This design comes from an exercise in tuning for small area, a short achievable clock period and few clock cycles per item on the open sky130 flow, not from production work. The RTL was checked by simulation tests, not by an equivalence proof against the original design. No activity file was given, so power comes from the tool's default toggle rates.

==> flow/design.v (excerpt) <==
module array_list_engine #(
   parameter int DEPTH = ale_pkg::DEPTH_DEF
) (
   input  logic                            clock,
   input  logic                            reset,
   input  logic                            req_tvalid,
   output logic                            req_tready,
   input  logic [ale_pkg::REQ_TDATA_W-1:0] req_tdata,
   input  logic [ale_pkg::REQ_TUSER_W-1:0] req_tuser,
   output logic                            rsp_tvalid,
   input  logic                            rsp_tready,
   output logic [ale_pkg::RSP_TDATA_W-1:0] rsp_tdata,
   output logic [ale_pkg::RSP_TUSER_W-1:0] rsp_tuser,
   input  logic                            csr_tvalid,
   output logic                            csr_tready,
   input  logic [ale_pkg::CSR_TDATA_W-1:0] csr_tdata
);
   localparam int AW    = $clog2(DEPTH);
   localparam int CW    = $clog2(DEPTH + 1);
   localparam int CMPW  = (CW > IDX_W) ? CW : IDX_W;
   localparam int SUM_W = ELEM_W + CW;
   localparam logic [CMPW-1:0] DEPTH_C = CMPW'(DEPTH);
   ale_pkg::state_type               state_ff, state_in;
   logic [OP_W-1:0]         op_ff, op_in;
   logic [ELEM_W-1:0]       key_ff, key_in;
   logic [CW-1:0]           count_ff, count_in;
   logic [CAP_W-1:0]        cap_ff, cap_in;
   logic [AW-1:0]           ptr_ff, ptr_in;
   logic [AW-1:0]           last_ff, last_in;
   logic                    down_ff, down_in;
   logic                    issue_ff, issue_in;
   logic                    rd_vld_ff, rd_vld_in;
   logic [AW-1:0]           rd_addr_ff, rd_addr_in;
   logic [ELEM_W-1:0]       rd_data_ff;
   logic [ELEM_W-1:0]       prev_ff, prev_in;
   logic [AW-1:0]           wr_addr_ff, wr_addr_in;
   logic signed [SUM_W-1:0] acc_ff, acc_in, acc_sum;
   logic signed [SUM_W-1:0] sum_ff, sum_in;
   logic [ELEM_W-1:0]       mx_ff, mx_in, mn_ff, mn_in;
   logic [CW-1:0]           mxc_ff, mxc_in, mnc_ff, mnc_in, scnt_ff, scnt_in;
  ...
Settings: LEC_CHECK=0, CAP_MARGIN=20, CORE_MARGIN=2, CORE_UTILIZATION=50, SETUP_SLACK_MARGIN=1.5, SLEW_MARGIN=20; clock period 6.0 ns.
run.sh (not shown) runs the stock make flow with config.mk's settings and CLKGATE_MAP_FILE= SYNTH_SCRIPT=/design/flow/synth_recipe.tcl, a recipe that flattens the netlist after the stock synthesis.
Testbench counts at the start, summed over its fixed seeds: cycles 287,132, requests 16,000.
Rerun with:
- CORE_UTILIZATION: 50 -> 40
- SETUP_SLACK_MARGIN: 1.5 -> 2.0
Effect: The new run completed with no timing, DRC or antenna violations. Setup slack is worse by 0.070 ns. Via count is about the same. Design area goes up by 1.2%. Global-route usage falls by 6.2 points.
Rerun with:
- SETUP_SLACK_MARGIN: 2.0 -> default
What happened: The changed run finished with timing, DRC and antenna clean. Cell count went down by about 1%. Total power went down by 1.3%. Wire length went down by 1.4%. Worst setup slack gets worse by 0.48 ns.

---

array_list_engine, a different RTL version from the one above (not shown whole).
Size: about 22000 cells after synthesis, ~3100 flip-flops, roughly 200000 um^2 of cells after synthesis.
## array_list_engine
module array_list_engine #(
   parameter int DEPTH = ale_pkg::DEPTH_DEF
) (
   input  logic                            clock,
   input  logic                            reset,
   input  logic                            req_tvalid,
   output logic                            req_tready,
   input  logic [ale_pkg::REQ_TDATA_W-1:0] req_tdata,
   input  logic [ale_pkg::REQ_TUSER_W-1:0] req_tuser,
   output logic                            rsp_tvalid,
   input  logic                            rsp_tready,
   output logic [ale_pkg::RSP_TDATA_W-1:0] rsp_tdata,
   output logic [ale_pkg::RSP_TUSER_W-1:0] rsp_tuser,
   input  logic                            csr_tvalid,
   output logic                            csr_tready,
   input  logic [ale_pkg::CSR_TDATA_W-1:0] csr_tdata
);
   localparam int AW       = 6;
   localparam int SCAN_W   = 4;                   
   localparam int SWB      = $clog2(SCAN_W);
   localparam int GW       = AW - SWB;            
   localparam int SUM_W    = 38;
   localparam int DIV_DIG  = 2;                   
   localparam int DIV_BITS = 2 * DIV_DIG;
   localparam int DIV_CYC  = 32 / DIV_BITS;
   localparam int DCW      = $clog2(DIV_CYC);
   localparam int QN       = DIV_CYC + 2;         
   localparam int QW       = $clog2(QN);
   genvar j;
   logic              s1_vld;
   logic [3:0]        s1_op;
   logic [6:0]        s1_idx;
   logic [31:0]       s1_elem;
   logic [6:0]        s1_cap;
   logic              s1_ilt;              
   logic              s1_ile;              
   logic              full_ff;             
   logic [DEPTH-1:0]  s1_ieq;              
   logic [6:0]        cap_ff;
   logic [31:0]       mem [DEPTH];
  ...
clock: 6.0 ns
lec_check: 0
cap_margin: 20
core_margin: 2
core_utilization: 15
min_routing_layer: met2
place_density: 0.2
setup_slack_margin: 0.2
slew_margin: 20
The starting point failed in global routing.
Testbench counts at the start, summed over its fixed seeds: cycles 17,215, requests 16,000.
Rerun with:
Settings changed: CORE_UTILIZATION 15 to 22, PLACE_DENSITY 0.2 to 0.26.
The new run died in global routing with GRT-0116.
Synthesized cell count does not change.
Area after synthesis stays the same.

---

array_list_engine, a different RTL version from the one above (not shown whole).
For scale: ~21000 cells after synthesis, ~94 I/O pins, ~190000 um^2 of cells after synthesis.
clock: 6.0 ns
lec_check: 0
cap_margin: 20
core_margin: 2
core_utilization: 30
place_density: 0.36
setup_slack_margin: 0.3
slew_margin: 20
The first run did not get past 5_1_grt, error GRT-0116.
Testbench counts at the start, summed over its fixed seeds: cycles 17,778, requests 16,000.
Next try:
- SETUP_SLACK_MARGIN: 0.3 -> not set
The new run died in 5_1_grt (GRT-0116).
Synthesized area does not change.
Synthesized cell count stays the same.

---

the reference run:
Another version of the RTL of array_list_engine (not shown whole).
Size in the first run: ~7,000 cells after synthesis, ~94 I/O pins.
make LEC_CHECK=0 CAP_MARGIN=20 CORE_MARGIN=2 CORE_UTILIZATION=40 SETUP_SLACK_MARGIN=1.2 SLEW_MARGIN=20 finish   # period 6.0 ns
Testbench counts of the reference run, summed over its fixed seeds: cycles 287,132, requests 16,000.
Relative to the reference run, the following input files were edited for the trial run:
diff --git a/flow/config.mk b/flow/config.mk
--- a/flow/config.mk
+++ b/flow/config.mk
@@ -10,3 +10,2 @@
 export CORE_UTILIZATION = 40
-export SETUP_SLACK_MARGIN = 1.2
 export SLEW_MARGIN = 20
[summary]
Changes observed in the trial run relative to the reference run: worst reg2reg path depth grew by 8.7%; proportion of power drawn by combinational gates down 0.4 points; worst setup slack -0.60 ns; core utilization -0.57 points; hold slack moved up. The trial run against the reference run: share of the cycle needed by the critical path after routing increased by 10 points relative to the old numbers, final critical path time including I/O delays and setup increased by 0.60 ns relative to the old numbers, cell area after layout decreased by 1600 um2 relative to the old numbers, clock insertion delay at the later pin of the skew report increased by 0.03 ns relative to the old numbers. The trial run ends up with a global-route met2 utilization that is 1.4 points lower than in the reference run.

## afterwards: timing with drivers on the ports
The flow's constraints put no driver on any port. The routed layouts listed below were extracted and timed again, unchanged, in two steps.
Step 1 sets driving cells, clkbuf_16 on the clock port and buf_2 on the other inputs (assumed; they add their load-dependent delay and slew).
Step 2 also shifts input and output timing later by t, the mid clock arrival at the registers, as if the neighbouring blocks saw the same clock.
a / b / c = no drivers / after step 1 / after step 2; a / b = the first two.
run	shift t [ns]	setup WS [ns]	clock arrival spread, ns
the first run of note 1	0.990	1.092 / 1.092 / 1.092	0.082 / 0.082
the second run of note 1	0.923	1.023 / 1.023 / 1.023	0.078 / 0.078
the third run of note 1	0.921	0.542 / 0.542 / 0.542	0.080 / 0.081
the reference run	0.928	0.872 / 0.872 / 0.855	0.062 / 0.062
the trial run	0.931	0.272 / 0.272 / 0.272	0.107 / 0.107
After both steps setup and hold are still met in every run listed. The setup slack of the reference run, which loses most, moves by 0.000 ns with the drivers and by -0.017 ns with both steps.
